From an optimization exercise on the open Yosys and OpenROAD flow, aimed at small area, a short achievable clock period and few clock cycles per item; shortcuts taken in it are not production practice. RTL that was checked went through simulation tests only; none was proved equivalent to the original. Function not checked in runs 2 and 3: the RTL went through the layout flow alone. Power figures rest on the tool's default switching activity, not on a simulated workload.

==> design/flow/flow/run.sh <==
#!/bin/bash
# Standard layout with a larger setup repair margin, full log kept here.
bash standard.sh SETUP_SLACK_MARGIN=7 finish > standard.log 2>&1
==> design/flow/constraint.sdc <==
create_clock -name core_clock -period 11.0 [get_ports {clk}]
set_input_delay 2.2000 -clock core_clock [delete_from_list [all_inputs] [get_ports {clk}]]
set_output_delay 2.2000 -clock core_clock [all_outputs]
set_load 0.01 [all_outputs]
==> design/flow/config.mk <==
export PLATFORM = sky130hd
export DESIGN_NAME = recombination_row_generator_core
export DESIGN_NICKNAME = recombination_row_generator_core
export VERILOG_FILES = /design/flow/design.v
export SDC_FILE = /design/flow/constraint.sdc
export NUM_CORES = 4
export LEC_CHECK = 0
export CAP_MARGIN = 20
export CORE_MARGIN = 2
export CORE_UTILIZATION = 40
export SLEW_MARGIN = 20
==> design/flow/standard.sh <==
#!/bin/bash
# synth_recipe.tcl (not shown) runs the flow's synth.tcl, then flattens the netlist and writes it again
# the make line also repeats each setting of config.mk as NAME=value (left out here)
make -C /OpenROAD-flow-scripts/flow DESIGN_CONFIG=/design/flow/config.mk WORK_HOME=/design/flow/orfs CLKGATE_MAP_FILE= SYNTH_SCRIPT=/design/flow/synth_recipe.tcl "${@:-finish}"
==> design/flow/design.v <==
package rrg_pkg;
    localparam int MAX_LOCI  = 6;
    localparam int FRAC_BITS = 16;
    localparam int RATE_REGS = MAX_LOCI - 1;
    localparam int NUM_LEAF  = 1 << (MAX_LOCI - 1);
    localparam int GENO_W    = MAX_LOCI;
    localparam int LOCI_W    = 3;
    localparam int RATE_W    = 16;
    localparam int PROB_W    = FRAC_BITS + 1;
    localparam int LEAF_W    = FRAC_BITS;
    localparam int CFG_IDX_W = 3;
    localparam logic [PROB_W-1:0] PROB_ONE = PROB_W'(1) << FRAC_BITS;
    localparam logic [CFG_IDX_W-1:0] REG_NUM_LOCI   = 3'd0;
    localparam logic [CFG_IDX_W-1:0] REG_RATE_FIRST = 3'd1;
    localparam logic [CFG_IDX_W-1:0] REG_RATE_LAST  = 3'd5;
endpackage
module rrg_ram #(
    parameter int WIDTH = 17,
    parameter int DEPTH = 64
) (
    input  logic                     clk,
    input  logic                     we,
    input  logic [$clog2(DEPTH)-1:0] waddr,
    input  logic [WIDTH-1:0]         wdata,
    input  logic [$clog2(DEPTH)-1:0] raddr,
    output logic [WIDTH-1:0]         rdata
);
    logic [WIDTH-1:0] mem [DEPTH];
    always_ff @(posedge clk)
    begin
        if (we)
        begin
            mem[waddr] <= wdata;
        end
        rdata <= mem[raddr];
    end
endmodule
import rrg_pkg::*;
module recombination_row_generator_core (
    input  logic                          clk,
    input  logic                          rst_n,
    input  logic                          in_valid,
    output logic                          in_stall,
    input  logic [rrg_pkg::GENO_W-1:0]    parent_a,
    input  logic [rrg_pkg::GENO_W-1:0]    parent_b,
    output logic                          out_valid,
    input  logic                          out_stall,
    output logic [rrg_pkg::GENO_W-1:0]    zygote,
    output logic [rrg_pkg::PROB_W-1:0]    probability,
    output logic                          last,
    input  logic                          cfg_valid,
    output logic                          cfg_ready,
    input  logic [rrg_pkg::CFG_IDX_W-1:0] cfg_index,
    input  logic [rrg_pkg::RATE_W-1:0]    cfg_data
);
    logic [LOCI_W-1:0] num_loci_reg;
    logic [RATE_W-1:0] rate_reg [RATE_REGS];
    assign cfg_ready = 1'b1;
    always_ff @(posedge clk or negedge rst_n)
    begin
        if (!rst_n)
        begin
            num_loci_reg <= LOCI_W'(1);
            for (int i = 0; i < RATE_REGS; i++)
            begin
                rate_reg[i] <= '0;
            end
        end
        else if (cfg_valid)
        begin
            if (cfg_index == REG_NUM_LOCI)
            begin
                num_loci_reg <= cfg_data[LOCI_W-1:0];
            end
            else if (cfg_index >= REG_RATE_FIRST && cfg_index <= REG_RATE_LAST)
            begin
                rate_reg[cfg_index - REG_RATE_FIRST] <= cfg_data;
            end
        end
    end
    logic [LOCI_W-1:0] n_used;
    always_comb
    begin
        if (num_loci_reg == '0)
            n_used = LOCI_W'(1);
        else if (num_loci_reg > LOCI_W'(MAX_LOCI))
            n_used = LOCI_W'(MAX_LOCI);
        else
            n_used = num_loci_reg;
    end
    logic [GENO_W-1:0] lmask;
    assign lmask = GENO_W'((GENO_W+1)'(1) << n_used) - GENO_W'(1);
    logic [RATE_W-1:0] reff [RATE_REGS];
    always_comb
    begin
        for (int g = 0; g < RATE_REGS; g++)
        begin
            reff[g] = (LOCI_W'(g + 1) < n_used) ? rate_reg[g] : '0;
        end
    end
    localparam logic [2:0] STEP_G1 = 3'd7;    
    logic              eng_run;
    logic              leaf_ok;
    logic [2:0]        st;           
    logic              i_v;
    logic [2:0]        i_k;          
    logic [PROB_W-1:0] i_p;
    logic [RATE_W-1:0] i_r;
    logic [PROB_W-1:0] i_qa;     
    logic [RATE_W-1:0] i_qb, i_qc;
    logic              m_v;
    logic [2:0]        m_k;
    logic [PROB_W-1:0] m_p;
    logic [RATE_W-1:0] m_r;
    logic [31:0]       m_a, m_b, m_c;
    logic [PROB_W-1:0] m_qa;     
    logic [RATE_W-1:0] m_qb, m_qc;
    logic              n_v;
    logic [2:0]        n_k;
    logic [PROB_W-1:0] n_p;
    logic [RATE_W-1:0] n_cross;
    logic              n_sticky;
    logic [PROB_W-1:0] n_qa;     
    logic [RATE_W-1:0] n_qb, n_qc;
    logic              u_v;
    logic [2:0]        u_k;
    logic [RATE_W-1:0] u_cross;
    logic [PROB_W-1:0] u_nocross;
    logic [PROB_W-1:0] u_qa;     
    logic [RATE_W-1:0] u_qb, u_qc;
    logic [PROB_W-1:0] root_nc;
    always_ff @(posedge clk)
    begin
        root_nc <= PROB_ONE - PROB_W'(reff[0]);
    end
    logic              sp_v;
    logic [RATE_W-1:0] sp_p;
    logic [31:0] pp [16];
    for (genvar i = 0; i < 16; i++)
    begin : g_pp
        assign pp[i] = i_r[i] ? (32'(i_p[RATE_W-1:0]) << i) : 32'd0;
    end
    function automatic logic [63:0] csa(input logic [31:0] a, input logic [31:0] b,
                                        input logic [31:0] c);
        csa = {((a & b) | (a & c) | (b & c)) << 1, a ^ b ^ c};
    endfunction
    logic [31:0] r1 [11];
    logic [31:0] r2 [8];
    logic [31:0] r3 [6];
    logic [31:0] r4 [4];
    logic [31:0] r5 [3];
    assign {r1[1],  r1[0]}  = csa(pp[0],  pp[1],  pp[2]);
    assign {r1[3],  r1[2]}  = csa(pp[3],  pp[4],  pp[5]);
    assign {r1[5],  r1[4]}  = csa(pp[6],  pp[7],  pp[8]);
    assign {r1[7],  r1[6]}  = csa(pp[9],  pp[10], pp[11]);
    assign {r1[9],  r1[8]}  = csa(pp[12], pp[13], pp[14]);
    assign r1[10] = pp[15];
    assign {r2[1],  r2[0]}  = csa(r1[0], r1[1], r1[2]);
    assign {r2[3],  r2[2]}  = csa(r1[3], r1[4], r1[5]);
    assign {r2[5],  r2[4]}  = csa(r1[6], r1[7], r1[8]);
    assign r2[6] = r1[9];
    assign r2[7] = r1[10];
    assign {r3[1],  r3[0]}  = csa(r2[0], r2[1], r2[2]);
    assign {r3[3],  r3[2]}  = csa(r2[3], r2[4], r2[5]);
    assign r3[4] = r2[6];
    assign r3[5] = r2[7];
    assign {r4[1],  r4[0]}  = csa(r3[0], r3[1], r3[2]);
    assign {r4[3],  r4[2]}  = csa(r3[3], r3[4], r3[5]);
    assign {r5[1],  r5[0]}  = csa(r4[0], r4[1], r4[2]);
    assign r5[2] = r4[3];
    logic [31:0]       m_prod;
    logic [31:0]       m_x, m_y;
    assign {m_y, m_x} = csa(m_a, m_b, m_c);
    assign m_prod = m_x + m_y;
    logic [PROB_W-1:0] n_nocross;
    assign n_nocross = n_p - PROB_W'(n_cross) - PROB_W'(n_sticky);
    logic              w_v;
    logic [2:0]        w_k;
    logic [PROB_W-1:0] w_p;
    logic [PROB_W-1:0] w_qa;     
    logic [RATE_W-1:0] w_qb, w_qc;
    logic              w_spawn;
    always_comb
    begin
        w_v     = u_v;
        w_k     = u_k + 3'd1;
        w_p     = u_qa;
        w_qa    = u_qa;
        w_qb    = u_qb;
        w_qc    = u_qc;
        w_spawn = 1'b0;
        if (st == 3'd1 || st == 3'd3)
        begin
            w_v = 1'b1;
            w_k = STEP_G1;
            w_p = (st == 3'd1) ? root_nc : PROB_W'(reff[0]);
        end
        else if (!u_v)
        begin
            w_v = sp_v;
            w_k = 3'd0;
            w_p = PROB_W'(sp_p);
        end
        else
        begin
            case (u_k)
                STEP_G1:
                begin
                    w_spawn = 1'b1;
                    w_p     = u_nocross;
                end
                3'd0:
                begin
                    w_p  = u_nocross;
                    w_qa = PROB_W'(u_cross);
                end
                3'd1:
                begin
                    w_qa = u_nocross;
                    w_qb = u_cross;
                end
                3'd2:
                begin
                    w_qa = PROB_W'(u_qb);
                    w_qb = u_nocross[RATE_W-1:0];
                    w_qc = u_cross;
                end
                3'd3:
                begin
                    w_qa = PROB_W'(u_qb);
                    w_qb = u_qc;
                end
                3'd4:
                begin
                    w_qa = PROB_W'(u_qb);
                end
                3'd5:
                begin
                end
                default:
                begin
                    w_v = 1'b0;
                end
            endcase
        end
    end
    logic [RATE_W-1:0] w_r;
    always_comb
    begin
        case (w_k)
            STEP_G1:      w_r = reff[1];
            3'd0:         w_r = reff[2];
            3'd1, 3'd2:   w_r = reff[3];
            default:      w_r = reff[4];
        endcase
    end
    logic [LEAF_W-2:0] lx [16];
    logic [LEAF_W-2:0] ln [16];
    logic              l0_top;
    logic [3:0]        ring_ph;
    logic              ev_first;
    logic              leaf_ev;
    logic eng_restart;
    logic eng_done;
    logic leaf_ok_nx;
    logic [4:1] gap_used;
    logic [4:1] gap_now;
    always_comb
    begin
        gap_now = '0;
        if (w_v)
        begin
            case (w_k)
                STEP_G1:    gap_now[1] = 1'b1;
                3'd0:       gap_now[2] = 1'b1;
                3'd1, 3'd2: gap_now[3] = 1'b1;
                default:    gap_now[4] = 1'b1;
            endcase
        end
    end
    logic [4:1] gap_hit;
    assign gap_hit = gap_used | gap_now;
    always_comb
    begin
        case (cfg_index)
            3'd0, 3'd1: eng_restart = cfg_valid;
            3'd2:       eng_restart = cfg_valid & gap_hit[1];
            3'd3:       eng_restart = cfg_valid & gap_hit[2];
            3'd4:       eng_restart = cfg_valid & gap_hit[3];
            3'd5:       eng_restart = cfg_valid & gap_hit[4];
            default:    eng_restart = 1'b0;
        endcase
    end
    always_ff @(posedge clk or negedge rst_n)
    begin
        if (!rst_n)
            gap_used <= '0;
        else if (eng_restart)
            gap_used <= '0;
        else
            gap_used <= gap_hit;
    end
    assign eng_done    = eng_run && st == 3'd5 && !i_v && !m_v && !n_v && !u_v && !sp_v;
    assign leaf_ok_nx  = !eng_restart && (leaf_ok || eng_done);
    always_ff @(posedge clk or negedge rst_n)
    begin
        if (!rst_n)
        begin
            eng_run  <= 1'b1;
            leaf_ok  <= 1'b0;
            st       <= 3'd0;
            i_v      <= 1'b0;
            m_v      <= 1'b0;
            n_v      <= 1'b0;
            u_v      <= 1'b0;
            sp_v     <= 1'b0;
            leaf_ev  <= 1'b0;
            ev_first <= 1'b1;
        end
        else if (eng_restart)
        begin
            eng_run  <= 1'b1;
            leaf_ok  <= 1'b0;
            st       <= 3'd0;
            i_v      <= 1'b0;
            m_v      <= 1'b0;
            n_v      <= 1'b0;
            u_v      <= 1'b0;
            sp_v     <= 1'b0;
            leaf_ev  <= 1'b0;
            ev_first <= 1'b1;
        end
        else
        begin
            leaf_ev <= n_v && (n_k >= 3'd3) && (n_k <= 3'd6);
            if (leaf_ev)
                ev_first <= 1'b0;
            if (st != 3'd5)
                st <= st + 3'd1;
            i_v <= w_v;
            m_v <= i_v;
            n_v <= m_v;
            u_v <= n_v;
            if (w_spawn)
                sp_v <= 1'b1;
            else if (!u_v && st == 3'd5)
                sp_v <= 1'b0;
            if (eng_done)
            begin
                eng_run <= 1'b0;
                leaf_ok <= 1'b1;
            end
        end
    end
    always_ff @(posedge clk)
    begin
        i_k  <= w_k;
        i_p  <= w_p;
        i_r  <= w_r;
        i_qa <= w_qa;
        i_qb <= w_qb;
        i_qc <= w_qc;
        m_k  <= i_k;
        m_p  <= i_p;
        m_r  <= i_r;
        m_a  <= r5[0];
        m_b  <= r5[1];
        m_c  <= r5[2];
        m_qa <= i_qa;
        m_qb <= i_qb;
        m_qc <= i_qc;
        n_k      <= m_k;
        n_p      <= m_p;
        n_cross  <= m_p[RATE_W] ? m_r : m_prod[31:16];
        n_sticky <= |m_prod[15:0];
        n_qa     <= m_qa;
        n_qb     <= m_qb;
        n_qc     <= m_qc;
        u_k       <= n_k;
        u_cross   <= n_cross;
        u_nocross <= n_nocross;
        u_qa      <= n_qa;
        u_qb      <= n_qb;
        u_qc      <= n_qc;
        if (w_spawn)
            sp_p <= u_cross;
        for (int i = 15; i > 0; i--)
        begin
            lx[i] <= lx[i-1];
            ln[i] <= ln[i-1];
        end
        if (leaf_ev)
        begin
            lx[0] <= u_cross[RATE_W-1:1];
            ln[0] <= u_nocross[LEAF_W-1:1];
        end
        else
        begin
            lx[0] <= lx[15];
            ln[0] <= ln[15];
        end
        ring_ph <= (leaf_ev && ev_first) ? 4'd0 : ring_ph + 4'd1;
        if (eng_restart)
            l0_top <= 1'b0;
        else if (leaf_ev && u_nocross[PROB_W-1])
            l0_top <= 1'b1;
    end
    logic              pb_valid;
    logic [GENO_W-1:0] pb_a, pb_d, pb_zf;
    logic              cu_valid;
    logic [GENO_W-1:0] cu_a, cu_d, cu_zf;
    logic [GENO_W-1:0] z_reg;
    logic              s_valid;
    logic [31:0]       s_sel;
    logic              s_dbl;
    logic [GENO_W-1:0] s_zyg;
    logic              s_last;
    logic              t_valid;
    logic [LEAF_W-1:0] t_sum [4];
    logic              t_dbl;
    logic [GENO_W-1:0] t_zyg;
    logic              t_last;
    logic              out_valid_reg;
    logic [GENO_W-1:0] zygote_reg;
    logic [PROB_W-1:0] prob_reg;
    logic              last_reg;
    logic              in_take;
    logic              adv;
    logic              go;
    logic              s_ld;
    logic              fire;
    logic              z_last;
    logic              cu_load;
    logic [GENO_W-1:0] in_a, in_d, in_zf;
    logic              in_stall_q;
    logic              pb_valid_nx;
    assign in_stall = in_stall_q;
    assign in_take  = in_valid & ~in_stall_q;
    assign in_a     = parent_a & lmask;
    assign in_d     = (parent_a ^ parent_b) & lmask;
    assign in_zf    = lmask;
    assign adv      = ~out_valid_reg | ~out_stall;
    assign go       = adv & (leaf_ok | eng_done);
    assign s_ld     = (go | ~s_valid) & ~ev_first;
    assign fire     = cu_valid & s_ld;
    assign z_last   = (z_reg == cu_zf);
    assign cu_load  = ~cu_valid | (fire & z_last);
    always_comb
    begin
        if (in_take && !cu_load)
            pb_valid_nx = 1'b1;
        else if (cu_load)
            pb_valid_nx = 1'b0;
        else
            pb_valid_nx = pb_valid;
    end
    always_ff @(posedge clk or negedge rst_n)
    begin
        if (!rst_n)
        begin
            pb_valid      <= 1'b0;
            in_stall_q    <= 1'b1;
            cu_valid      <= 1'b0;
            s_valid       <= 1'b0;
            t_valid       <= 1'b0;
            out_valid_reg <= 1'b0;
        end
        else
        begin
            if (cu_load)
                cu_valid <= pb_valid | in_take;
            pb_valid   <= pb_valid_nx;
            in_stall_q <= pb_valid_nx;
            if (s_ld)
                s_valid       <= cu_valid;
            if (go)
            begin
                t_valid       <= s_valid;
                out_valid_reg <= t_valid;
            end
        end
    end
    always_ff @(posedge clk)
    begin
        if (in_take && !cu_load)
        begin
            pb_a  <= in_a;
            pb_d  <= in_d;
            pb_zf <= in_zf;
        end
        if (cu_load)
        begin
            cu_a  <= pb_valid ? pb_a  : in_a;
            cu_d  <= pb_valid ? pb_d  : in_d;
            cu_zf <= pb_valid ? pb_zf : in_zf;
            z_reg <= '0;
        end
        else if (fire)
        begin
            z_reg <= z_reg + GENO_W'(1);
        end
    end
    function automatic logic [GENO_W-1:0] mask_of_leaf(input logic [4:0] c);
        logic [GENO_W-1:0] m;
        m = '0;
        m[4] = c[0];
        m[3] = c[0] ^ c[1];
        m[2] = c[0] ^ c[1] ^ c[2];
        m[1] = c[0] ^ c[1] ^ c[2] ^ c[3];
        m[0] = c[0] ^ c[1] ^ c[2] ^ c[3] ^ c[4];
        mask_of_leaf = m;
    endfunction
    function automatic logic [4:0] leaf_of_entry(input int j);
        int k;
        k = j / 2;
        leaf_of_entry = 5'(((k >> 1) & 1) * 16 + (k & 1) * 8 + ((k >> 3) & 1) * 4
                           + ((k >> 2) & 1) * 2 + (j % 2));
    endfunction
    logic [GENO_W-1:0] x;
    logic [31:0]       sel;       
    logic [31:0]       sel_rev;   
    logic [31:0]       sel_ph;    
    logic [3:0]        ph_next;
    logic              x_out;
    assign x       = z_reg ^ cu_a;
    assign x_out   = ((x & ~cu_d) != '0);
    assign ph_next = ring_ph + 4'd1;
    for (genvar j = 0; j < 32; j++)
    begin : g_sel
        logic [GENO_W-1:0] u;
        assign u      = (x ^ mask_of_leaf(leaf_of_entry(j))) & cu_d;
        assign sel[j] = (u == '0) || (u == cu_d);
    end
    for (genvar q = 0; q < 16; q++)
    begin : g_rev
        assign sel_rev[2*q +: 2] = sel[2*((16 - q) % 16) +: 2];
    end
    assign sel_ph = 32'({sel_rev, sel_rev} << (2 * ph_next) >> 32);
    logic s_c0;    
    always_ff @(posedge clk)
    begin
        if (fire)
        begin
            s_sel  <= x_out ? '0 : sel_ph;
            s_c0   <= sel[0] & ~x_out;
            s_dbl  <= (cu_d == '0);
            s_zyg  <= z_reg;
            s_last <= z_last;
        end
        else
        begin
            s_sel  <= {s_sel[29:0], s_sel[31:30]};
        end
    end
    logic [LEAF_W-1:0] term [32];
    for (genvar i = 0; i < 16; i++)
    begin : g_term
        if (i == 0)
        begin : g_top
            assign term[2*i] = {s_c0 & l0_top, s_sel[2*i+1] ? lx[i] : 15'd0};
        end
        else
        begin : g_rest
            assign term[2*i] = s_sel[2*i+1] ? LEAF_W'(lx[i]) : '0;
        end
        assign term[2*i+1] = s_sel[2*i] ? LEAF_W'(ln[i]) : '0;
    end
    function automatic logic [31:0] csa16(input logic [15:0] a, input logic [15:0] b,
                                          input logic [15:0] c);
        csa16 = {((a & b) | (a & c) | (b & c)) << 1, a ^ b ^ c};
    endfunction
    function automatic logic [31:0] red16(input logic [255:0] t);
        logic [15:0] a [16];
        logic [15:0] b [11];
        logic [15:0] c [8];
        logic [15:0] d [6];
        logic [15:0] e [4];
        logic [15:0] f [3];
        logic [15:0] g [2];
        for (int i = 0; i < 16; i++)
            a[i] = t[16*i +: 16];
        {b[1], b[0]} = csa16(a[0],  a[1],  a[2]);
        {b[3], b[2]} = csa16(a[3],  a[4],  a[5]);
        {b[5], b[4]} = csa16(a[6],  a[7],  a[8]);
        {b[7], b[6]} = csa16(a[9],  a[10], a[11]);
        {b[9], b[8]} = csa16(a[12], a[13], a[14]);
        b[10] = a[15];
        {c[1], c[0]} = csa16(b[0], b[1], b[2]);
        {c[3], c[2]} = csa16(b[3], b[4], b[5]);
        {c[5], c[4]} = csa16(b[6], b[7], b[8]);
        c[6] = b[9];
        c[7] = b[10];
        {d[1], d[0]} = csa16(c[0], c[1], c[2]);
        {d[3], d[2]} = csa16(c[3], c[4], c[5]);
        d[4] = c[6];
        d[5] = c[7];
        {e[1], e[0]} = csa16(d[0], d[1], d[2]);
        {e[3], e[2]} = csa16(d[3], d[4], d[5]);
        {f[1], f[0]} = csa16(e[0], e[1], e[2]);
        f[2] = e[3];
        {g[1], g[0]} = csa16(f[0], f[1], f[2]);
        red16 = {g[1], g[0]};
    endfunction
    logic [255:0] grp [2];
    for (genvar i = 0; i < 16; i++)
    begin : g_grp
        assign grp[0][16*i +: 16] = term[i];
        assign grp[1][16*i +: 16] = term[16 + i];
    end
    logic [31:0] rows [2];
    assign rows[0] = red16(grp[0]);
    assign rows[1] = red16(grp[1]);
    always_ff @(posedge clk)
    begin
        if (go && s_valid)
        begin
            t_sum[0] <= rows[0][15:0];
            t_sum[1] <= rows[0][31:16];
            t_sum[2] <= rows[1][15:0];
            t_sum[3] <= rows[1][31:16];
            t_dbl  <= s_dbl;
            t_zyg  <= s_zyg;
            t_last <= s_last;
        end
    end
    logic [LEAF_W-1:0] sum;
    logic [PROB_W-1:0] prob_calc;
    logic [15:0] o_a, o_b, o_c, o_d;
    assign {o_b, o_a} = csa16(t_sum[0], t_sum[1], t_sum[2]);
    assign {o_d, o_c} = csa16(o_a, o_b, t_sum[3]);
    assign sum = o_c + o_d;
    always_comb
    begin
        if (t_dbl)
            prob_calc = {sum, 1'b0};
        else
            prob_calc = {1'b0, sum};
    end
    always_ff @(posedge clk)
    begin
        if (go && t_valid)
        begin
            zygote_reg <= t_zyg;
            prob_reg   <= prob_calc;
            last_reg   <= t_last;
        end
    end
    assign out_valid   = out_valid_reg;
    assign zygote      = zygote_reg;
    assign probability = prob_reg;
    assign last        = last_reg;
endmodule
==> impl_table.tex, run 1 <==
\begin{tabular}{lr}
\hline
Metric & Value \\
\hline
\multicolumn{2}{l}{\textbf{Power}} \\
\quad Sw Ratio & 37.9\% \\
\quad Worst supply voltage drop on vdd & 0.212 mV \\
\quad Static Leak & 0.0255 uW \\
\quad Flop pwr share & 39.0\% \\
\quad Power density of the placed cells & 287 nW/um\^{}2 \\
\quad Comb power frac & 37.8\% \\
\quad Internal power contribution & 11500 uW \\
\quad Switching power & 7010 uW \\
\quad Share of power burned in the clock network & 23.2\% \\
\multicolumn{2}{l}{\textbf{Floorplanning}} \\
\quad Starting utilization of the core area & 40.2\% \\
\quad Cell Rows & 137 \\
\quad Area of the die & 143000 sq um \\
\quad Number of I/O pins & 63 \\
\quad Die W & 378 um \\
\quad DIE HEIGHT & 378 um \\
\quad Floorplan core area & 139000 sq um \\
\multicolumn{2}{l}{\textbf{Detailed routing}} \\
\quad Routed length on met1 & 58.9 mm \\
\quad Number of detailed-route iterations in the first pass & 7 \\
\quad Initial DRC count & 2359 \\
\quad Met3 Routed Length & 6.07 mm \\
\quad Remaining antenna violation count & 0 \\
\quad Wirelength, routed & 129 mm \\
\quad Routed via count divided by cell count & 4.91 \\
\quad Mean routed wirelength per cell & 19.0 um \\
\quad Max layer used & met5 \\
\quad Met2 wirelength from detailed routing & 59.3 mm \\
\quad Vias & 33200 \\
\quad Post-route DRC violation count & 0 \\
\multicolumn{2}{l}{\textbf{Global routing}} \\
\quad Gr usage total & 18.1\% \\
\quad Wire length of the first global-routing pass & 200 mm \\
\quad Pin count of the biggest net entering global routing & 61 \\
\quad Total global routing overflow & 0 \\
\quad Number of antenna violations at the first check in global routing & 12 \\
\quad Number of global-route vias before repair & 35400 \\
\multicolumn{2}{l}{\textbf{Synthesis}} \\
\quad Post-Synthesis Cells & 4641 \\
\quad Post-synthesis instance area & 56000 sq um \\
\quad Xor-xnor portion of the synthesized cell area & 1.93\% \\
\quad Count of flip-flops with a built-in enable after synthesis & 153 \\
\quad Dominant combinational cell family by area after synthesis & adder cells \\
\quad Share of synthesized cell area in full adder, half adder and majority cells & 25.8\% \\
\quad Number of distinct library cell variants in the gate-level netlist after synthesis & 81 \\
\quad Fraction of synthesis flops using an asynchronous set or reset pin & 8.67\% \\
\quad Warnings, synthesis & 29 \\
\quad Post-synthesis mux area share & 4.27\% \\
\quad Most common flop cell mapped by yosys & dfxtp\_1 \\
\quad Post-synthesis sequential area ratio & 47.0\% \\
\quad Average size of a mapped cell & 12.1 sq um \\
\quad Number of synthesized register bits & 1211 \\
\quad Fraction of the mapped netlist area in compound gates & 6.35\% \\
\quad Post-synthesis share of cell area spent on and, or, nand and nor gates & 10.4\% \\
\multicolumn{2}{l}{\textbf{Final layout}} \\
\quad Final non-filler cell total & 6762 \\
\quad Number of nets in the final layout & 5597 \\
\quad Leading cell type in the layout, fill and taps excluded & dfxtp\_1 \\
\quad Most frequent cells in the layout & dfxtp\_1 (916), fa\_1 (577), nand2\_1 (464) \\
\quad Final Core Density & 46.4\% \\
\quad Area growth, synth to finish & 15.2\% \\
\quad Share of post-route cells with drive strength above 1 & 14.1\% \\
\quad Final std cell area, no fill & 64500 sq um \\
\multicolumn{2}{l}{\textbf{STA}} \\
\quad Unrepaired setup endpoints after global routing & yes \\
\quad Setup TNS & 0 ns \\
\quad Min Clock Period, post-route & 4.07 ns \\
\quad Slew of the pin with the lowest slew margin & 1.14 ns \\
\quad Worst hold slack after final layout & 0.304 ns \\
\quad Final cycle utilization of the critical path & 37.0\% \\
\quad Final Hold Violating Endpoints & 0 \\
\quad Max Freq & 246 MHz \\
\quad Max-slew violation total from the final report & 0 \\
\quad Worst clock skew & 0.0813 ns \\
\quad Final setup violating endpoints & 0 \\
\quad Worst max-slew margin expressed relative to the limit & 23.7\% \\
\multicolumn{2}{l}{\textbf{Setup path}} \\
\quad Kind of start point of the critical path & flip-flop \\
\quad Crit. End Element & flip-flop \\
\quad Endpoint arrival time on the critical path & 4.52 ns \\
\quad Max FO, Critical Path & 5 \\
\quad Worst Path Required & 11.46 ns \\
\quad Critical path class & flip-flop to flip-flop \\
\multicolumn{2}{l}{\textbf{Clock tree}} \\
\quad Clock tree from TritonCTS & built \\
\quad Maximum level of the CTS H-tree & 3 \\
\quad Clock transition at the registers of the reported paths & 0.06 ns \\
\quad CTS Buf Count & 119 \\
\quad Clock Root Buffer & clkbuf\_16 \\
\quad \# hold bufs at CTS & 0 \\
\quad Clock latency reported for the late side of the worst-skew pair & 0.76 ns \\
\quad Clock sink count & 1211 \\
\quad Maximum clock insertion buffer count & 3 \\
\multicolumn{2}{l}{\textbf{Placed design}} \\
\quad Number of I/O port buffers & 61 \\
\quad Post-DP HPWL & 90.1 mm \\
\quad Global placement routability congestion & 0.839 \\
\quad Post-placement cell count & 6439 \\
\quad Area of placed instances & 58600 sq um \\
\multicolumn{2}{l}{\textbf{Hold path}} \\
\quad Class of the tightest hold or removal check & flip-flop to flip-flop \\
\multicolumn{2}{l}{\textbf{Outcome}} \\
\quad Result of the run & complete, no violations \\
\multicolumn{2}{l}{\textbf{Flow run}} \\
\quad Max Cap Violations & 0 \\
\hline
\end{tabular}
## logic make-up after synthesis
kind of cell | Yosys count
xor gates and xnor gates | 121
muxes | 195
and+or+nand+nor | 1171
adders and majority gates | 778
DFF | 1211
buffers and inverters | 641
other | 1
AOI/OAI and AO/OA | 523
## metal layers
layer | GRT usage (%) | up-vias
li1 | - | 15400
met1 | 24.8 | 16900
met2 | 29.0 | 708
met3 | 3.12 | 196
met4 | 5.87 | 2
met5 | 0 | -
## per-stage QoR
step / worst slack, ns / total power (uW)
after floorplan: 7.00 / 11400
after global placement: 6.15 / 13600
after detailed placement: 6.08 / 13700
after CTS: 6.91 / 18400
after global routing: 6.77 / 19900
final: 6.93 / 18500
## final timing paths
check / startpoint / cells after the start / endpoint / slack, ns
max in group asynchronous: rst_n / 2 / rate_reg[2][6] / 8.37
worst min register to register: n_qc[15] / 0 / u_qc[15] / 0.30
worst max-delay path: s_sel[5] / 10 / t_sum[0][5] / 6.93
min in group asynchronous: rst_n / 1 / rate_reg[4][2] / 1.54
worst min-delay path: n_qc[15] / 0 / u_qc[15] / 0.30
worst max register to register: s_sel[5] / 10 / t_sum[0][5] / 6.93
## repair_timing
| item | 4_1_cts | 5_1_grt |
|---|---|---|
| pin swaps | 40 | 120 |
| cloned | 0 | 0 |
| buffers inserted | 58 | 38 |
| resized for setup | 88 | 132 |
| endpoints found under the setup margin | 99 | 88 |
## synthesized netlist by cell type, drive strengths merged, types with 9 or more instances
cell type / instances / area [sq um]
a311oi: 16 / 140
nand2: 467 / 1750
nand2b: 9 / 56.3
o21ai: 91 / 455
a221oi: 9 / 91.3
nand4: 9 / 56.3
nor2b: 16 / 100
mux4: 20 / 450
a222oi: 32 / 320
nor3: 23 / 115
clkbuf: 145 / 554
a31oi: 24 / 150
nor4: 11 / 68.8
a22oi: 51 / 383
o22ai: 60 / 394
nand3: 18 / 90.1
dfrtp: 101 / 2530
buf: 24 / 106
and3: 12 / 78.8
o21a: 14 / 106
xnor2: 73 / 654
xor2: 48 / 428
dfxtp: 953 / 19100
inv: 470 / 1760
a221o: 9 / 91.3
edfxtp: 153 / 4590
o211ai: 30 / 225
mux2i: 24 / 240
fa: 626 / 12500
a211oi: 17 / 133
and2: 450 / 2820
nor2: 130 / 488
ha: 152 / 1900
mux2: 151 / 1700
a21o: 30 / 228
a21oi: 107 / 539
## cell type report
cell class | instances | area (sq um)
Sequential cell | 1211 | 26400
Clock buffer | 172 | 3650
Multi-Input combinational cell | 2790 | 27600
Fill cell | 12700 | 74600
Antenna cell | 1 | 2.50
Timing Repair Buffer | 189 | 2110
Clock inverter | 51 | 598
Tap cell | 1876 | 2350
Inverter | 472 | 1770
## power groups by stage
stage          Combinational (uW)  Sequential, uW  Clock [uW]
2_1_floorplan                4810            6540           0
5_1_grt                      7960            7390        4570
3_5_place_dp                 6250            7450           0
3_3_place_gp                 6140            7420           0
4_1_cts                      6710            7280        4370
6_report                     6990            7220        4290
## critical path, cell delays in order, from the launching register on
cell,delay (ns)
dfxtp_4,0.40
buf_12,0.15
and2_1,0.15
fa_1,0.50
inv_1,0.05
fa_1,0.47
fa_1,0.55
fa_1,0.57
fa_1,0.41
inv_1,0.09
fa_2,0.45
Testbench counts, summed over its fixed seeds: cycles 12,880, pairs 240.
==> inputs of run 2 (changes only) <==
--- a/design/flow/design.v
+++ b/design/flow/design.v
@@ -56,6 +56,21 @@
     logic [LOCI_W-1:0] num_loci_reg;
     logic [RATE_W-1:0] rate_reg [RATE_REGS];
     assign cfg_ready = 1'b1;
+    logic                 wr_v;
+    logic [CFG_IDX_W-1:0] wr_idx;
+    logic [RATE_W-1:0]    wr_data;
+    always_ff @(posedge clk or negedge rst_n)
+    begin
+        if (!rst_n)
+            wr_v <= 1'b0;
+        else
+            wr_v <= cfg_valid;
+    end
+    always_ff @(posedge clk)
+    begin
+        wr_idx  <= cfg_index;
+        wr_data <= cfg_data;
+    end
     always_ff @(posedge clk or negedge rst_n)
     begin
         if (!rst_n)
@@ -66,15 +81,15 @@
                 rate_reg[i] <= '0;
             end
         end
-        else if (cfg_valid)
+        else if (wr_v)
         begin
-            if (cfg_index == REG_NUM_LOCI)
+            if (wr_idx == REG_NUM_LOCI)
             begin
-                num_loci_reg <= cfg_data[LOCI_W-1:0];
+                num_loci_reg <= wr_data[LOCI_W-1:0];
             end
-            else if (cfg_index >= REG_RATE_FIRST && cfg_index <= REG_RATE_LAST)
+            else if (wr_idx >= REG_RATE_FIRST && wr_idx <= REG_RATE_LAST)
             begin
-                rate_reg[cfg_index - REG_RATE_FIRST] <= cfg_data;
+                rate_reg[wr_idx - REG_RATE_FIRST] <= wr_data;
             end
         end
     end
@@ -112,7 +127,7 @@
     logic [2:0]        m_k;
     logic [PROB_W-1:0] m_p;
     logic [RATE_W-1:0] m_r;
-    logic [31:0]       m_a, m_b, m_c;
+    logic [31:0]       m_a, m_b, m_c, m_d;
     logic [PROB_W-1:0] m_qa;     
     logic [RATE_W-1:0] m_qb, m_qc;
     logic              n_v;
@@ -148,7 +163,6 @@
     logic [31:0] r2 [8];
     logic [31:0] r3 [6];
     logic [31:0] r4 [4];
-    logic [31:0] r5 [3];
     assign {r1[1],  r1[0]}  = csa(pp[0],  pp[1],  pp[2]);
     assign {r1[3],  r1[2]}  = csa(pp[3],  pp[4],  pp[5]);
     assign {r1[5],  r1[4]}  = csa(pp[6],  pp[7],  pp[8]);
@@ -166,11 +180,11 @@
     assign r3[5] = r2[7];
     assign {r4[1],  r4[0]}  = csa(r3[0], r3[1], r3[2]);
     assign {r4[3],  r4[2]}  = csa(r3[3], r3[4], r3[5]);
-    assign {r5[1],  r5[0]}  = csa(r4[0], r4[1], r4[2]);
-    assign r5[2] = r4[3];
     logic [31:0]       m_prod;
     logic [31:0]       m_x, m_y;
-    assign {m_y, m_x} = csa(m_a, m_b, m_c);
+    logic [31:0]       m_s, m_t;
+    assign {m_t, m_s} = csa(m_a, m_b, m_c);
+    assign {m_y, m_x} = csa(m_s, m_t, m_d);
     assign m_prod = m_x + m_y;
     logic [PROB_W-1:0] n_nocross;
     assign n_nocross = n_p - PROB_W'(n_cross) - PROB_W'(n_sticky);
@@ -254,11 +268,25 @@
             default:      w_r = reff[4];
         endcase
     end
+    function automatic logic [4:0] mask_of_event(input logic [3:0] k);
+        logic c0, c1, c2, c3;
+        logic [4:0] m;
+        c2 = k[3];
+        c3 = k[2];
+        c0 = k[1];
+        c1 = k[0];
+        m[4] = 1'b0;
+        m[3] = c3;
+        m[2] = c2 ^ c3;
+        m[1] = c1 ^ c2 ^ c3;
+        m[0] = c0 ^ c1 ^ c2 ^ c3;
+        mask_of_event = m;
+    endfunction
     logic [LEAF_W-2:0] lx [16];
     logic [LEAF_W-2:0] ln [16];
     logic              l0_top;
-    logic [3:0]        ring_ph;
-    logic              ev_first;
+    logic [4:0]        mk [16];    
+    logic [3:0]        ev_k;       
     logic              leaf_ev;
     logic eng_restart;
     logic eng_done;
@@ -282,12 +310,12 @@
     assign gap_hit = gap_used | gap_now;
     always_comb
     begin
-        case (cfg_index)
-            3'd0, 3'd1: eng_restart = cfg_valid;
-            3'd2:       eng_restart = cfg_valid & gap_hit[1];
-            3'd3:       eng_restart = cfg_valid & gap_hit[2];
-            3'd4:       eng_restart = cfg_valid & gap_hit[3];
-            3'd5:       eng_restart = cfg_valid & gap_hit[4];
+        case (wr_idx)
+            3'd0, 3'd1: eng_restart = wr_v;
+            3'd2:       eng_restart = wr_v & gap_hit[1];
+            3'd3:       eng_restart = wr_v & gap_hit[2];
+            3'd4:       eng_restart = wr_v & gap_hit[3];
+            3'd5:       eng_restart = wr_v & gap_hit[4];
             default:    eng_restart = 1'b0;
         endcase
     end
@@ -315,7 +343,7 @@
             u_v      <= 1'b0;
             sp_v     <= 1'b0;
             leaf_ev  <= 1'b0;
-            ev_first <= 1'b1;
+            ev_k     <= 4'd0;
         end
         else if (eng_restart)
         begin
@@ -328,13 +356,13 @@
             u_v      <= 1'b0;
             sp_v     <= 1'b0;
             leaf_ev  <= 1'b0;
-            ev_first <= 1'b1;
+            ev_k     <= 4'd0;
         end
         else
         begin
             leaf_ev <= n_v && (n_k >= 3'd3) && (n_k <= 3'd6);
             if (leaf_ev)
-                ev_first <= 1'b0;
+                ev_k <= ev_k + 4'd1;
             if (st != 3'd5)
                 st <= st + 3'd1;
             i_v <= w_v;
@@ -363,9 +391,10 @@
         m_k  <= i_k;
         m_p  <= i_p;
         m_r  <= i_r;
-        m_a  <= r5[0];
-        m_b  <= r5[1];
-        m_c  <= r5[2];
+        m_a  <= r4[0];
+        m_b  <= r4[1];
+        m_c  <= r4[2];
+        m_d  <= r4[3];
         m_qa <= i_qa;
         m_qb <= i_qb;
         m_qc <= i_qc;
@@ -399,7 +428,11 @@
             lx[0] <= lx[15];
             ln[0] <= ln[15];
         end
-        ring_ph <= (leaf_ev && ev_first) ? 4'd0 : ring_ph + 4'd1;
+        for (int i = 15; i > 0; i--)
+        begin
+            mk[i] <= mk[i-1];
+        end
+        mk[0] <= leaf_ev ? mask_of_event(ev_k) : mk[15];
         if (eng_restart)
             l0_top <= 1'b0;
         else if (leaf_ev && u_nocross[PROB_W-1])
@@ -416,10 +449,15 @@
     logic [GENO_W-1:0] s_zyg;
     logic              s_last;
     logic              t_valid;
-    logic [LEAF_W-1:0] t_sum [4];
+    logic [LEAF_W-1:0] t_sum [8];
     logic              t_dbl;
     logic [GENO_W-1:0] t_zyg;
     logic              t_last;
+    logic              v_valid;
+    logic [15:0]       v_a, v_b;
+    logic              v_dbl;
+    logic [GENO_W-1:0] v_zyg;
+    logic              v_last;
     logic              out_valid_reg;
     logic [GENO_W-1:0] zygote_reg;
     logic [PROB_W-1:0] prob_reg;
@@ -441,7 +479,7 @@
     assign in_zf    = lmask;
     assign adv      = ~out_valid_reg | ~out_stall;
     assign go       = adv & (leaf_ok | eng_done);
-    assign s_ld     = (go | ~s_valid) & ~ev_first;
+    assign s_ld     = (go | ~s_valid) & (leaf_ok | eng_done);
     assign fire     = cu_valid & s_ld;
     assign z_last   = (z_reg == cu_zf);
     assign cu_load  = ~cu_valid | (fire & z_last);
@@ -463,6 +501,7 @@
             cu_valid      <= 1'b0;
             s_valid       <= 1'b0;
             t_valid       <= 1'b0;
+            v_valid       <= 1'b0;
             out_valid_reg <= 1'b0;
         end
         else
@@ -470,19 +509,20 @@
             if (cu_load)
                 cu_valid <= pb_valid | in_take;
             pb_valid   <= pb_valid_nx;
-            in_stall_q <= pb_valid_nx;
+            in_stall_q <= pb_valid_nx | cfg_valid;
             if (s_ld)
                 s_valid       <= cu_valid;
             if (go)
             begin
                 t_valid       <= s_valid;
-                out_valid_reg <= t_valid;
+                v_valid       <= t_valid;
+                out_valid_reg <= v_valid;
             end
         end
     end
     always_ff @(posedge clk)
     begin
-        if (in_take && !cu_load)
+        if (!pb_valid)
         begin
             pb_a  <= in_a;
             pb_d  <= in_d;
@@ -500,49 +540,30 @@
             z_reg <= z_reg + GENO_W'(1);
         end
     end
-    function automatic logic [GENO_W-1:0] mask_of_leaf(input logic [4:0] c);
-        logic [GENO_W-1:0] m;
-        m = '0;
-        m[4] = c[0];
-        m[3] = c[0] ^ c[1];
-        m[2] = c[0] ^ c[1] ^ c[2];
-        m[1] = c[0] ^ c[1] ^ c[2] ^ c[3];
-        m[0] = c[0] ^ c[1] ^ c[2] ^ c[3] ^ c[4];
-        mask_of_leaf = m;
-    endfunction
-    function automatic logic [4:0] leaf_of_entry(input int j);
-        int k;
-        k = j / 2;
-        leaf_of_entry = 5'(((k >> 1) & 1) * 16 + (k & 1) * 8 + ((k >> 3) & 1) * 4
-                           + ((k >> 2) & 1) * 2 + (j % 2));
-    endfunction
     logic [GENO_W-1:0] x;
-    logic [31:0]       sel;       
-    logic [31:0]       sel_rev;   
     logic [31:0]       sel_ph;    
-    logic [3:0]        ph_next;
     logic              x_out;
-    assign x       = z_reg ^ cu_a;
-    assign x_out   = ((x & ~cu_d) != '0);
-    assign ph_next = ring_ph + 4'd1;
-    for (genvar j = 0; j < 32; j++)
-    begin : g_sel
-        logic [GENO_W-1:0] u;
-        assign u      = (x ^ mask_of_leaf(leaf_of_entry(j))) & cu_d;
-        assign sel[j] = (u == '0) || (u == cu_d);
-    end
+    logic              sel0;      
+    logic [GENO_W-1:0] u0;
+    assign x     = z_reg ^ cu_a;
+    assign x_out = ((x & ~cu_d) != '0);
+    assign u0    = x & cu_d;
+    assign sel0  = (u0 == '0) || (u0 == cu_d);
     for (genvar q = 0; q < 16; q++)
-    begin : g_rev
-        assign sel_rev[2*q +: 2] = sel[2*((16 - q) % 16) +: 2];
+    begin : g_sel
+        logic [GENO_W-1:0] un, ux;
+        assign un = (x ^ {1'b0, mk[(q + 15) % 16]}) & cu_d;
+        assign ux = (x ^ {1'b0, mk[(q + 15) % 16] ^ 5'h1f}) & cu_d;
+        assign sel_ph[2*q]   = (un == '0) || (un == cu_d);
+        assign sel_ph[2*q+1] = (ux == '0) || (ux == cu_d);
     end
-    assign sel_ph = 32'({sel_rev, sel_rev} << (2 * ph_next) >> 32);
     logic s_c0;    
     always_ff @(posedge clk)
     begin
         if (fire)
         begin
             s_sel  <= x_out ? '0 : sel_ph;
-            s_c0   <= sel[0] & ~x_out;
+            s_c0   <= sel0 & ~x_out;
             s_dbl  <= (cu_d == '0);
             s_zyg  <= z_reg;
             s_last <= z_last;
@@ -569,14 +590,12 @@
                                           input logic [15:0] c);
         csa16 = {((a & b) | (a & c) | (b & c)) << 1, a ^ b ^ c};
     endfunction
-    function automatic logic [31:0] red16(input logic [255:0] t);
+    function automatic logic [63:0] red16(input logic [255:0] t);
         logic [15:0] a [16];
         logic [15:0] b [11];
         logic [15:0] c [8];
         logic [15:0] d [6];
         logic [15:0] e [4];
-        logic [15:0] f [3];
-        logic [15:0] g [2];
         for (int i = 0; i < 16; i++)
             a[i] = t[16*i +: 16];
         {b[1], b[0]} = csa16(a[0],  a[1],  a[2]);
@@ -596,10 +615,7 @@
         d[5] = c[7];
         {e[1], e[0]} = csa16(d[0], d[1], d[2]);
         {e[3], e[2]} = csa16(d[3], d[4], d[5]);
-        {f[1], f[0]} = csa16(e[0], e[1], e[2]);
-        f[2] = e[3];
-        {g[1], g[0]} = csa16(f[0], f[1], f[2]);
-        red16 = {g[1], g[0]};
+        red16 = {e[3], e[2], e[1], e[0]};
     endfunction
     logic [255:0] grp [2];
     for (genvar i = 0; i < 16; i++)
@@ -607,42 +623,64 @@
         assign grp[0][16*i +: 16] = term[i];
         assign grp[1][16*i +: 16] = term[16 + i];
     end
-    logic [31:0] rows [2];
+    logic [63:0] rows [2];
     assign rows[0] = red16(grp[0]);
     assign rows[1] = red16(grp[1]);
     always_ff @(posedge clk)
     begin
         if (go && s_valid)
         begin
-            t_sum[0] <= rows[0][15:0];
-            t_sum[1] <= rows[0][31:16];
-            t_sum[2] <= rows[1][15:0];
-            t_sum[3] <= rows[1][31:16];
+            for (int r = 0; r < 4; r++)
+            begin
+                t_sum[r]     <= rows[0][16*r +: 16];
+                t_sum[4 + r] <= rows[1][16*r +: 16];
+            end
             t_dbl  <= s_dbl;
             t_zyg  <= s_zyg;
             t_last <= s_last;
         end
     end
+    logic [15:0] h [6];
+    logic [15:0] k4 [4];
+    logic [15:0] k3 [3];
+    logic [15:0] k2 [2];
+    assign {h[1], h[0]}   = csa16(t_sum[0], t_sum[1], t_sum[2]);
+    assign {h[3], h[2]}   = csa16(t_sum[3], t_sum[4], t_sum[5]);
+    assign h[4]           = t_sum[6];
+    assign h[5]           = t_sum[7];
+    assign {k4[1], k4[0]} = csa16(h[0], h[1], h[2]);
+    assign {k4[3], k4[2]} = csa16(h[3], h[4], h[5]);
+    assign {k3[1], k3[0]} = csa16(k4[0], k4[1], k4[2]);
+    assign k3[2]          = k4[3];
+    assign {k2[1], k2[0]} = csa16(k3[0], k3[1], k3[2]);
+    always_ff @(posedge clk)
+    begin
+        if (go && t_valid)
+        begin
+            v_a    <= k2[0];
+            v_b    <= k2[1];
+            v_dbl  <= t_dbl;
+            v_zyg  <= t_zyg;
+            v_last <= t_last;
+        end
+    end
     logic [LEAF_W-1:0] sum;
     logic [PROB_W-1:0] prob_calc;
-    logic [15:0] o_a, o_b, o_c, o_d;
-    assign {o_b, o_a} = csa16(t_sum[0], t_sum[1], t_sum[2]);
-    assign {o_d, o_c} = csa16(o_a, o_b, t_sum[3]);
-    assign sum = o_c + o_d;
+    assign sum = v_a + v_b;
     always_comb
     begin
-        if (t_dbl)
+        if (v_dbl)
             prob_calc = {sum, 1'b0};
         else
             prob_calc = {1'b0, sum};
     end
     always_ff @(posedge clk)
     begin
-        if (go && t_valid)
+        if (go && v_valid)
         begin
-            zygote_reg <= t_zyg;
+            zygote_reg <= v_zyg;
             prob_reg   <= prob_calc;
-            last_reg   <= t_last;
+            last_reg   <= v_last;
         end
     end
     assign out_valid   = out_valid_reg;
==> design/flow/flow/run.sh (replaced) <==
#!/bin/bash
# Standard layout with a larger setup repair margin, full log kept here.
bash standard.sh SETUP_SLACK_MARGIN=7.5 finish > standard.log 2>&1
==> run 2 against run 1 <==
Against the previous run:
- clock power is 24% higher
- final area rose by 11%
- sequential power up 18%
- via count up 8.1%
- core utilization down 1.1 points
- combinational power fell by 7.0%
- cell count grew 11%
- total power is 10% higher
- global-route usage is 0.81 points lower
- first-iteration DRC count is 11% lower
- die area up 13%
- clock skew fell by 0.029 ns
==> impl_table.tex, run 2 <==
\begin{tabular}{lr}
\hline
Metric & Value \\
\hline
\multicolumn{2}{l}{\textbf{STA}} \\
\quad Worst clock skew & 0.0522 ns (-0.0291 ns) \\
\quad Slew of the pin with the lowest slew margin & 1.07 ns (-0.0628 ns) \\
\quad Unrepaired setup endpoints after global routing & yes \\
\quad Max Freq & 271 MHz (+10\%) \\
\quad Final Hold Violating Endpoints & 0 (unchanged) \\
\quad Final cycle utilization of the critical path & 33.6\% (-3.4 points) \\
\quad Setup TNS & 0 ns (unchanged) \\
\quad Min Clock Period, post-route & 3.70 ns (-0.371 ns) \\
\quad Worst max-slew margin expressed relative to the limit & 27.6\% (+3.9 points) \\
\quad Final setup violating endpoints & 0 (unchanged) \\
\quad Max-slew violation total from the final report & 0 (unchanged) \\
\multicolumn{2}{l}{\textbf{Setup path}} \\
\quad Endpoint arrival time on the critical path & 1.50 ns (-3.02 ns) \\
\quad Critical path class & flip-flop to output pin \\
\quad Max FO, Critical Path & 1 (-4) \\
\quad Largest delay share family, worst path & flip-flops \\
\quad Worst Path Required & 8.80 ns (-2.66 ns) \\
\quad Slowest stage cell on the critical path & edfxtp\_1 \\
\quad Crit. End Element & output pin \\
\quad Total buffers and inverters traversed by the critical path & 1 (-2) \\
\quad Kind of start point of the critical path & flip-flop \\
\quad Cell Chain, Critical Path & buf\_2 \\
\quad Critical path's largest stage delay & 0.52 ns (-0.05 ns) \\
\multicolumn{2}{l}{\textbf{Power}} \\
\quad Power density of the placed cells & 285 nW/um\^{}2 (-0.57\%) \\
\quad Static Leak & 0.0302 uW (+18\%) \\
\quad Worst supply voltage drop on vdd & 0.239 mV (+13\%) \\
\multicolumn{2}{l}{\textbf{Global routing}} \\
\quad Number of antenna violations at the first check in global routing & 12 (unchanged) \\
\quad Gr usage total & 17.2\% (-0.81 points) \\
\quad Number of global-route vias before repair & 38500 (+8.9\%) \\
\quad Pin count of the biggest net entering global routing & 73 (+20\%) \\
\quad Total global routing overflow & 0 (unchanged) \\
\quad Wire length of the first global-routing pass & 217 mm (+8.6\%) \\
\multicolumn{2}{l}{\textbf{Clock tree}} \\
\quad Clock latency reported for the late side of the worst-skew pair & 0.78 ns (+0.02 ns) \\
\quad CTS Buf Count & 153 (+29\%) \\
\quad Clock sink count & 1426 (+18\%) \\
\quad Maximum clock insertion buffer count & 3 (unchanged) \\
\quad Clock tree from TritonCTS & built \\
\quad Clock Root Buffer & clkbuf\_16 \\
\quad Clock transition at the registers of the reported paths & 0.06 ns (about the same) \\
\quad \# hold bufs at CTS & 0 (unchanged) \\
\quad Maximum level of the CTS H-tree & 4 (+1) \\
\multicolumn{2}{l}{\textbf{Final layout}} \\
\quad Number of nets in the final layout & 6132 (+9.6\%) \\
\quad Final std cell area, no fill & 71400 sq um (+11\%) \\
\quad Area growth, synth to finish & 12.7\% \\
\quad Final Core Density & 45.2\% (-1.1 points) \\
\quad Share of post-route cells with drive strength above 1 & 9.53\% (-4.6 points) \\
\quad Most frequent cells in the layout & dfxtp\_1 (1065), inv\_1 (773), and2\_1 (673) \\
\quad Final non-filler cell total & 7521 (+11\%) \\
\quad Leading cell type in the layout, fill and taps excluded & dfxtp\_1 \\
\quad Filler Cells Inserted & 14500 (+14\%) \\
\multicolumn{2}{l}{\textbf{Synthesis}} \\
\quad Count of flip-flops with a built-in enable after synthesis & 235 (+54\%) \\
\quad Average size of a mapped cell & 12.1 sq um (-0.10\%) \\
\quad Post-synthesis instance area & 63400 sq um (+13\%) \\
\quad Number of distinct library cell variants in the gate-level netlist after synthesis & 81 (unchanged) \\
\quad Fraction of synthesis flops using an asynchronous set or reset pin & 7.71\% (-0.96 points) \\
\quad Synth area leader & dfxtp\_1 \\
\quad Post-Synthesis Cells & 5256 (+13\%) \\
\quad Warnings, synthesis & 29 (unchanged) \\
\quad Number of synthesized register bits & 1426 (+18\%) \\
\quad Top post-synthesis cells by area & dfxtp\_1 (34\%), fa\_1 (20\%), edfxtp\_1 (11\%) \\
\quad Area share of the largest cell type after synthesis & 34.1\% (+0.089 points) \\
\quad Post-synthesis sequential area ratio & 49.6\% (+2.7 points) \\
\quad Most common flop cell mapped by yosys & dfxtp\_1 \\
\quad Top-count cell post-synth & dfxtp\_1 \\
\quad Top cell types by occurrence after synthesis & dfxtp\_1 (1081), inv\_1 (773), and2\_1 (677), fa\_1 (626), nand2\_1 (292) \\
\multicolumn{2}{l}{\textbf{Detailed routing}} \\
\quad Wirelength, routed & 137 mm (+6.5\%) \\
\quad Post-route DRC violation count & 0 (unchanged) \\
\quad Number of detailed-route iterations in the first pass & 9 (+2) \\
\quad Mean routed wirelength per cell & 18.2 um (-4.3\%) \\
\quad Routed via count divided by cell count & 4.77 (-2.8\%) \\
\quad Initial DRC count & 2095 (-11\%) \\
\quad Vias & 35900 (+8.1\%) \\
\quad Remaining antenna violation count & 0 (unchanged) \\
\multicolumn{2}{l}{\textbf{Flow run}} \\
\quad Max Cap Violations & 0 (unchanged) \\
\multicolumn{2}{l}{\textbf{Floorplanning}} \\
\quad Die W & 402 um (+6.3\%) \\
\quad Floorplan core area & 158000 sq um (+13\%) \\
\quad Cell Rows & 146 (+6.6\%) \\
\quad DIE HEIGHT & 402 um (+6.3\%) \\
\quad Area of the die & 162000 sq um (+13\%) \\
\quad Number of I/O pins & 63 (unchanged) \\
\quad Starting utilization of the core area & 40.2\% (-0.092 points) \\
\multicolumn{2}{l}{\textbf{Placed design}} \\
\quad Post-DP HPWL & 99.5 mm (+10\%) \\
\quad Number of I/O port buffers & 61 (unchanged) \\
\quad Global placement routability congestion & 0.822 (-2.0\%) \\
\quad Area of placed instances & 66000 sq um (+13\%) \\
\quad Post-placement cell count & 7227 (+12\%) \\
\multicolumn{2}{l}{\textbf{Outcome}} \\
\quad Result of the run & complete, no violations \\
\multicolumn{2}{l}{\textbf{Hold path}} \\
\quad Class of the tightest hold or removal check & flip-flop to flip-flop \\
\hline
\end{tabular}
[run 2: changes by cell type after synthesis, sizes merged, moves of 17 or more]
| cell | previous run | this run |
|---|---|---|
| xnor2 | 73 | 152 |
| nand2 | 467 | 292 |
| edfxtp | 153 | 235 |
| o21ai | 91 | 108 |
| o22ai | 60 | 42 |
| o32a | 0 | 32 |
| dfxtp | 953 | 1081 |
| a22oi | 51 | 17 |
| and2 | 450 | 677 |
| buf | 24 | 41 |
| nor2 | 130 | 108 |
| inv | 470 | 774 |
| mux4 | 20 | 0 |
[run 2: where the power goes]
part	switching [uW]	total, uW	internal, uW	leakage (uW)
Combinational	3760	6500	2740	0.0153
Sequential	1460	8550	7100	0.0124
Clock	2140	5310	3160	0.00255
Total	7360	20400	13000	0.0302
[run 2: per-stage QoR]
stage                     total power [uW]  hold slack (ns)  worst slack (ns)
after floorplan                      12500            0.310              7.22
after global placement               14900            0.310              5.95
after detailed placement             15100            0.312              5.89
after CTS                            20500            0.304              7.23
after global routing                 21800            0.308              7.27
final                                20400            0.299              7.30
[run 2: timing repair]
item                       in CTS  in global routing
buffers inserted                4                  0
pin swaps                       3                  1
setup endpoints to repair     189                217
gates cloned                    3                  2
resized for setup             121                 30
[run 2: path summary, 6_finish.rpt]
check	start	slack [ns]	end	cells past startpoint
max	zygote_reg[4]	7.30	zygote[4]	1
min	m_qc[1]	0.30	n_qc[1]	0
max reg2reg	s_sel[1]	7.59	t_sum[0][4]	7
min reg2reg	m_qc[1]	0.30	n_qc[1]	0
max in group asynchronous	rst_n	8.27	rate_reg[1][5]	2
min in group asynchronous	rst_n	1.42	ev_k[2]	1
[run 2: per-layer routing]
layer	vias to the layer above	part of all wire (%)	GRT usage, %
met3	172	3.9	2.55
met2	700	48	28.9
met1	18200	46	23.4
met5	-	0	0
li1	16900	-	-
met4	0	1.9	4.39
[run 2: cell families (layout without fill, tap and decap cells)]
group | Yosys count | count (layout) | share of synthesized area (%)
flops | 1426 | 1426 | 49.6
simple gates | 1242 | 1245 | 10.6
buf+inv | 961 | 1148 | 5.81
fa+ha+maj | 776 | 776 | 22.7
compound gates | 508 | 509 | 5.62
xor+xnor | 184 | 184 | 2.79
mux | 158 | 158 | 2.79
other cells | 1 | 3 | 0.00592
[run 2: cell type report]
| cell class | count | area (sq um) | area share, % |
|---|---|---|---|
| flip-flops and latches | 1426 | 31500 | 44.1 |
| inverters | 780 | 2930 | 4.11 |
| diodes | 2 | 5.00 | 0.00701 |
| clock buffers | 207 | 4300 | 6.01 |
| clock inverters | 75 | 981 | 1.37 |
| multi-input cells | 2873 | 28400 | 39.8 |
| repair buffers | 86 | 732 | 1.02 |
| well taps | 2072 | 2590 | 3.63 |
==> inputs of run 3 (changes only) <==
==> design/flow/flow/run.sh (replaced) <==
#!/bin/bash
# Standard layout with a larger setup repair margin, full log kept here.
bash standard.sh SETUP_SLACK_MARGIN=7.25 finish > standard.log 2>&1
==> run 3 against run 2 <==
Against the previous run:
- wire length shrank 0.81%
- final area shrank 0.34%
- worst setup slack lost 0.019 ns
- die area is the same
- via count shrank 0.17%
- sequential share of layout area grew 0.12 points
- synthesized cell count is the same
- critical endpoint unchanged
- sequential power is essentially flat
- flip-flop and latch count is the same
- non-clock buffer count grew 3
- largest cell class unchanged
- cell count is essentially flat
- clock-buffer cell count grew 2
- still clean on timing, DRC and antenna
==> impl_table.tex, run 3 <==
\begin{tabular}{lr}
\hline
Metric & Value \\
\hline
\multicolumn{2}{l}{\textbf{STA}} \\
\quad Max-slew violation total from the final report & 0 (unchanged) \\
\quad Final cycle utilization of the critical path & 33.8\% (+0.17 points) \\
\quad Slew of the pin with the lowest slew margin & 1.07 ns (-0.00114 ns) \\
\quad Worst hold slack after final layout & 0.319 ns (+0.0196 ns) \\
\quad Final setup violating endpoints & 0 (unchanged) \\
\quad Worst max-slew margin expressed relative to the limit & 28.4\% (+0.83 points) \\
\quad Worst clock skew & 0.0328 ns (-0.0195 ns) \\
\quad Final Hold Violating Endpoints & 0 (unchanged) \\
\quad Setup TNS & 0 ns (unchanged) \\
\quad Max Freq & 269 MHz (-0.51\%) \\
\quad Min Clock Period, post-route & 3.71 ns (+0.0189 ns) \\
\quad Unrepaired setup endpoints after global routing & yes \\
\multicolumn{2}{l}{\textbf{Setup path}} \\
\quad Worst reg-to-reg setup slack & 7.52 ns (-0.07 ns) \\
\quad Endpoint arrival time on the critical path & 1.51 ns (about the same) \\
\quad Kind of start point of the critical path & flip-flop \\
\quad Max FO, Critical Path & 1 (unchanged) \\
\quad Crit. End Element & output pin \\
\quad Worst Path Required & 8.80 ns (about the same) \\
\quad Largest delay share family, worst path & flip-flops \\
\quad Total buffers and inverters traversed by the critical path & 1 (unchanged) \\
\quad Cell Chain, Critical Path & buf\_2 \\
\quad Slowest stage cell on the critical path & edfxtp\_1 \\
\quad Critical path's largest stage delay & 0.53 ns (about the same) \\
\quad Critical path class & flip-flop to output pin \\
\multicolumn{2}{l}{\textbf{Final layout}} \\
\quad Share of post-route cells with drive strength above 1 & 8.71\% (-0.81 points) \\
\quad Leading cell type in the layout, fill and taps excluded & dfxtp\_1 \\
\quad Area growth, synth to finish & 12.3\% \\
\quad Number of nets in the final layout & 6128 (-0.065\%) \\
\quad Most frequent cells in the layout & dfxtp\_1 (1081), inv\_1 (773), and2\_1 (673) \\
\quad Final non-filler cell total & 7515 (-0.080\%) \\
\multicolumn{2}{l}{\textbf{Clock tree}} \\
\quad Clock latency reported for the late side of the worst-skew pair & 0.78 ns (about the same) \\
\quad Clock tree from TritonCTS & built \\
\quad Clock sink count & 1426 (unchanged) \\
\quad CTS Buf Count & 148 (-3.3\%) \\
\quad Clock transition at the registers of the reported paths & 0.06 ns (about the same) \\
\quad Maximum level of the CTS H-tree & 4 (unchanged) \\
\quad Maximum clock insertion buffer count & 3 (unchanged) \\
\quad \# hold bufs at CTS & 0 (unchanged) \\
\quad Clock Root Buffer & clkbuf\_16 \\
\multicolumn{2}{l}{\textbf{Synthesis}} \\
\quad Fraction of synthesis flops using an asynchronous set or reset pin & 7.71\% (unchanged) \\
\quad Top cell types by occurrence after synthesis & dfxtp\_1 (1081), inv\_1 (773), and2\_1 (677), fa\_1 (626), nand2\_1 (292) \\
\quad Share of synthesized cell area in full adder, half adder and majority cells & 22.7\% (unchanged) \\
\quad Post-synthesis mux area share & 2.79\% (unchanged) \\
\quad Warnings, synthesis & 29 (unchanged) \\
\quad Dominant combinational cell family by area after synthesis & adder cells \\
\quad Area share of the largest cell type after synthesis & 34.1\% (unchanged) \\
\quad Post-Synthesis Cells & 5256 (unchanged) \\
\quad Fraction of the mapped netlist area in compound gates & 5.62\% (unchanged) \\
\quad Average size of a mapped cell & 12.1 sq um (unchanged) \\
\quad Post-synthesis instance area & 63400 sq um (unchanged) \\
\quad Most common flop cell mapped by yosys & dfxtp\_1 \\
\quad Post-synthesis share of cell area spent on and, or, nand and nor gates & 10.6\% (unchanged) \\
\quad Top post-synthesis cells by area & dfxtp\_1 (34\%), fa\_1 (20\%), edfxtp\_1 (11\%) \\
\quad Number of distinct library cell variants in the gate-level netlist after synthesis & 81 (unchanged) \\
\quad Post-synthesis sequential area ratio & 49.6\% (unchanged) \\
\quad Synth area leader & dfxtp\_1 \\
\quad Count of flip-flops with a built-in enable after synthesis & 235 (unchanged) \\
\quad Xor-xnor portion of the synthesized cell area & 2.79\% (unchanged) \\
\quad Top-count cell post-synth & dfxtp\_1 \\
\quad Number of synthesized register bits & 1426 (unchanged) \\
\multicolumn{2}{l}{\textbf{Detailed routing}} \\
\quad Remaining antenna violation count & 0 (unchanged) \\
\quad Routed via count divided by cell count & 4.77 (about the same) \\
\quad Number of detailed-route iterations in the first pass & 6 (-3) \\
\quad Post-route DRC violation count & 0 (unchanged) \\
\quad Initial DRC count & 1912 (-8.7\%) \\
\quad Wirelength, routed & 136 mm (-0.81\%) \\
\quad Mean routed wirelength per cell & 18.1 um (-0.73\%) \\
\quad Vias & 35800 (-0.17\%) \\
\multicolumn{2}{l}{\textbf{Placed design}} \\
\quad Post-placement cell count & 7227 (unchanged) \\
\quad Global placement routability congestion & 0.823 (about the same) \\
\quad Post-DP HPWL & 99.1 mm (-0.38\%) \\
\quad Number of I/O port buffers & 61 (unchanged) \\
\multicolumn{2}{l}{\textbf{Power}} \\
\quad Power density of the placed cells & 282 nW/um\^{}2 (-0.99\%) \\
\quad Static Leak & 0.0301 uW (-0.22\%) \\
\quad Worst supply voltage drop on vdd & 0.228 mV (-4.2\%) \\
\multicolumn{2}{l}{\textbf{Floorplanning}} \\
\quad Cell Rows & 146 (unchanged) \\
\quad Area of the die & 162000 sq um (unchanged) \\
\quad Number of I/O pins & 63 (unchanged) \\
\quad Starting utilization of the core area & 40.2\% (unchanged) \\
\quad Floorplan core area & 158000 sq um (unchanged) \\
\quad DIE HEIGHT & 402 um (unchanged) \\
\quad Die W & 402 um (unchanged) \\
\multicolumn{2}{l}{\textbf{Outcome}} \\
\quad Result of the run & complete, no violations \\
\multicolumn{2}{l}{\textbf{Global routing}} \\
\quad Wire length of the first global-routing pass & 218 mm (+0.26\%) \\
\quad Gr usage total & 17.3\% (+0.061 points) \\
\quad Pin count of the biggest net entering global routing & 73 (unchanged) \\
\quad Total global routing overflow & 0 (unchanged) \\
\quad Number of global-route vias before repair & 38900 (+1.0\%) \\
\quad Number of antenna violations at the first check in global routing & 13 (+1) \\
\multicolumn{2}{l}{\textbf{Hold path}} \\
\quad Class of the tightest hold or removal check & flip-flop to flip-flop \\
\multicolumn{2}{l}{\textbf{Flow run}} \\
\quad Max Cap Violations & 0 (unchanged) \\
\hline
\end{tabular}
-- run 3: cell counts after synthesis --
Identical to the previous run, type by type.
-- run 3: power breakdown --
group | total (uW) | leakage [uW] | switching (uW) | internal [uW]
combinational | 6460 | 0.0153 | 3730 | 2730
sequential | 8540 | 0.0124 | 1450 | 7090
clock | 5080 | 0.00249 | 2120 | 2960
total | 20100 | 0.0301 | 7310 | 12800
-- run 3: worst paths after layout --
kind	from	endpoint	cells after the start
max in group asynchronous	rst_n	rate_reg[1][6]	2
min in group asynchronous	rst_n	pb_valid	1
worst max register to register	m_a[16]	n_cross[4]	11
worst max-delay path	zygote_reg[4]	zygote[4]	1
worst min-delay path	n_qa[2]	u_qa[2]	0
worst min register to register	n_qa[2]	u_qa[2]	0
-- run 3: what timing repair did --
| action | 4_1_cts | 5_1_grt |
|---|---|---|
| buffers inserted | 1 | 6 |
| gates resized for setup | 58 | 4 |
| cloned | 1 | 1 |
| pin swaps | 1 | 0 |
| setup endpoints to repair | 157 | 94 |
-- run 3: cell type report --
| type | count | area, sq um |
|---|---|---|
| fill | 14500 | 86700 |
| tap | 2072 | 2590 |
| clock inverter | 65 | 729 |
| multi-input combinational | 2871 | 28300 |
| timing repair buffer | 89 | 802 |
| inverter | 780 | 2930 |
| sequential | 1426 | 31500 |
| clock buffer | 209 | 4320 |
| antenna | 3 | 7.51 |
-- run 3: logic make-up (layout without fill, tap and decap cells) --
group	Yosys count	count (layout)
flops	1426	1426
simple gates	1242	1244
buf+inv	961	1143
fa+ha+maj	776	776
compound gates	508	508
xor+xnor	184	184
mux	158	158
other cells	1	4
-- run 3: metal layers --
layer	up-vias	wire, um	track usage [%]
li1	16800	-	-
met5	-	13	0
met2	745	64500	28.5
met4	2	3660	5.47
met1	18100	60800	23.1
met3	193	6840	3.29
-- run 3: per-stage QoR --
stage                     worst slack (ns)  util [%]  instance area, sq um  total power, uW
final                                 7.29      45.1                 71200            20100
after floorplan                       7.22         -                 63400            12500
after CTS                             7.23      45.0                 71100            20300
after global routing                  7.24      45.1                 71200            21600
after detailed placement              5.88      41.8                 66000            15100
after global placement                5.94      41.8                 66000            14900

-- separate check: timing with driven ports --
The flow's constraints put no driver on any port. The routed layouts listed below were extracted and timed again, unchanged, in two steps.
Step 1: set_driving_cell puts a clkbuf_16 on clk and a buf_2 on each other input, an assumption about the parent block.
Step 2 times the ports against the registers' clock, not the clock port: input delays grow and output delays shrink by t, the midpoint of the rising clock arrivals with the driver on.
a / b / c = ideal ports / drivers / drivers and shift; a / b = the first two.
run | t, ns | slack for setup (ns) | worst slew at a driven data input, ns
run 1 | 0.785 | 6.933 / 6.933 / 6.359 | 0.04
run 2 | 0.834 | 7.304 / 7.226 / 6.755 | 0.04
run 3 | 0.837 | 7.285 / 7.211 / 6.625 | 0.05
After both steps every run listed still meets setup and hold. The setup slack of run 3, which loses most, moves by -0.074 ns with the drivers and by -0.660 ns with both steps.
